This is an optimization exercise on Yosys and OpenROAD, whose aim is small area and a short achievable clock period, not a production implementation.
RTL that was checked went through simulation tests only; none was proved equivalent to the original.
Power is estimated from default activity; no workload was simulated.

## quartz
## ex_stage
module ex_stage (
    input  logic                  clk,
    input  logic                  rst,
    input  logic [32-1:0]   instr_i,
    input  logic [32-1:0]   data_a_i,
    input  logic [32-1:0]   data_b_i,
    input  logic [32-1:0]   npc_i,
    input  logic                  valid_i,
    input  logic [5:0]            ip_i,
    output logic                  out_valid_o,
    output logic                  reg_write_o,
    output logic [32-1:0]   result_o,
    output logic                  redirect_o,
    output logic [32-1:0]   redirect_pc_o,
    output logic                  exception_o,
    output logic [4:0]            exc_code_o
);
Settings: LEC_CHECK=0, ABC_AREA=1, CAP_MARGIN=5, CORE_MARGIN=2, CORE_UTILIZATION=40, PLACE_DENSITY=0.85, SETUP_SLACK_MARGIN=3.7, SLEW_MARGIN=5; clock period 8.0 ns.
standard.sh (not shown) runs the stock make flow with config.mk's settings and CLKGATE_MAP_FILE= SYNTH_SCRIPT=/design/flow/synth_recipe.tcl, a recipe that flattens the netlist after the stock synthesis.
==> flow/flow/run.sh <==
#!/bin/bash
# The standard layout (ORFS make targets, the standard flow's synthesis script) with these changes:
#  - synthesis: no full-adder extraction (ADDER_MAP_FILE empty), Yosys's default
#    Brent-Kung carry map instead of the Kogge-Stone one (SYNTH_OPERATIONS_ARGS set), and
#    ABC mapping with flow/abc_area.script (ORFS's area script with a delay relaxation of 0.5 for
#    area recovery, map -B 0.5 instead of 0.9). It runs from a copy of ORFS's scripts folder that differs
#    only in that file; registers, their names and cell types are the standard synthesis's.
#  - port buffers of the plain buffer cell.
# Each step's full output goes to a log of its own in the work folder.
set -euo pipefail
W=$PWD
rm -rf "$W/orfs_scripts"
cp -r "$FLOW_HOME/scripts" "$W/orfs_scripts"
cp "$W/flow/abc_area.script" "$W/orfs_scripts/abc_area.script"
bash standard.sh SCRIPTS_DIR="$W/orfs_scripts" ADDER_MAP_FILE= SYNTH_OPERATIONS_ARGS=-noshare \
  synth > synth.log 2>&1
bash standard.sh ADDER_MAP_FILE= SYNTH_OPERATIONS_ARGS=-noshare \
  "BUFFER_PORTS_ARGS=-buffer_cell sky130_fd_sc_hd__buf_1" finish > standard.log 2>&1
==> flow/flow/abc_area.script <==
strash
dch
map -B 0.5
topo
stime -c
buffer -c
upsize -c
dnsize -c
The inputs of delta differ from those of quartz as listed below.
-- flow/design.v --
<<< quartz, line 221
    logic sel_slt, sel_sum, sel_log, sel_sh, sel_link, sel_cp0;
    logic [31:0] result_d, target_d;
    assign sel_slt  = sp ? (fn[5] & fn[3])            : (op[3] & !op[2] & op[1]);
    assign sel_sum  = sp ? (fn[5] & !fn[3] & !fn[2])  : (op[3] & !op[2] & !op[1]);
    assign sel_log  = sp ? (fn[5] & !fn[3] & fn[2])   : (op[3] & op[2]);
    assign sel_sh   = sp & !fn[5] & !fn[3];
    assign sel_link = sp ? (!fn[5] & fn[3])           : (!op[3] & !op[4]);
    assign sel_cp0  = !sp & !op[3] & op[4];
    assign result_d = ({32{sel_sum}}  & sum)
                    | ({32{sel_log}}  & logic_r)
>>> delta, line 221
    logic sel_slt, sel_sum, sel_log, sel_sh, sel_link, sel_cp0;
    logic [31:0] result_d, target_d;
    logic sp_wb;
    assign sp_wb    = !op[4] & !op[3] & !op[0];
    assign sel_slt  = op[3] ? (!op[2] & op[1])  : (sp_wb & fn[5] & fn[3]);
    assign sel_sum  = op[3] ? (!op[2] & !op[1]) : (sp_wb & fn[5] & !fn[3] & !fn[2]);
    assign sel_log  = op[3] ? op[2]             : (sp_wb & fn[5] & !fn[3] & fn[2]);
    assign sel_sh   = sp_wb & !fn[5] & !fn[3];
    assign sel_link = !op[4] & !op[3] & (op[0] | (!fn[5] & fn[3]));
    assign sel_cp0  = !op[3] & op[4];
    assign result_d = ({32{sel_sum}}  & sum)
                    | ({32{sel_log}}  & logic_r)
==> run summary <==
Detailed-route wire length on metal 1 in delta vs quartz: down about 9%. Of delta and quartz, it is delta that has the higher core utilization. The leakage component of the power of delta was inferior to that of quartz. The run showing the greater total power is quartz. Taking delta as 1.0, quartz lands at 1.14 on power density over the cells. Taking quartz as the reference, in delta final instance area moved up, number of cells on the critical path +2, effective utilization at floorplan level. Between delta and quartz, post-cts repair resize count is lower for quartz, delta comes in above that. Comparing delta and quartz, the higher power of the sequential group is on quartz. Hold slack across delta and quartz: no real change. Taking quartz as the reference, in delta clock-cell share of area went down; remaining max-slew budget at the tightest pin went down. Compared with quartz, filler-free cell count of the finished design in delta increased by a few percent.
No functional check of the RTL was part of delta.

separate check: timing with driven ports:
The results above use ideal ports. As a check the final layouts listed here were re-extracted and re-timed, cells and wires unchanged. Step 1 assumes that a clkbuf_16 drives the clock port and a buf_2 every other input. Step 2 times the ports against the registers' clock, not the clock port: input delays grow and output delays shrink by t, the midpoint of the rising clock arrivals with the driver on. Slacks: ideal / step 1 / step 2; pairs: ideal / step 1.
run | t, ns | setup WS [ns] | worst hold slack (ns) | worst register clock-pin slew, ns | cell pins on the clock port's net
quartz | 0.522 | 3.708 / 3.735 / 3.214 | 0.490 / 0.490 / 0.490 | 0.09 / 0.09 | 1
delta | 0.518 | 3.729 / 3.754 / 3.236 | 0.491 / 0.491 / 0.491 | 0.09 / 0.09 | 1
After both steps every run listed still meets setup and hold. The setup slack of quartz, which loses most, moves by +0.027 ns with the drivers and by -0.494 ns with both steps.
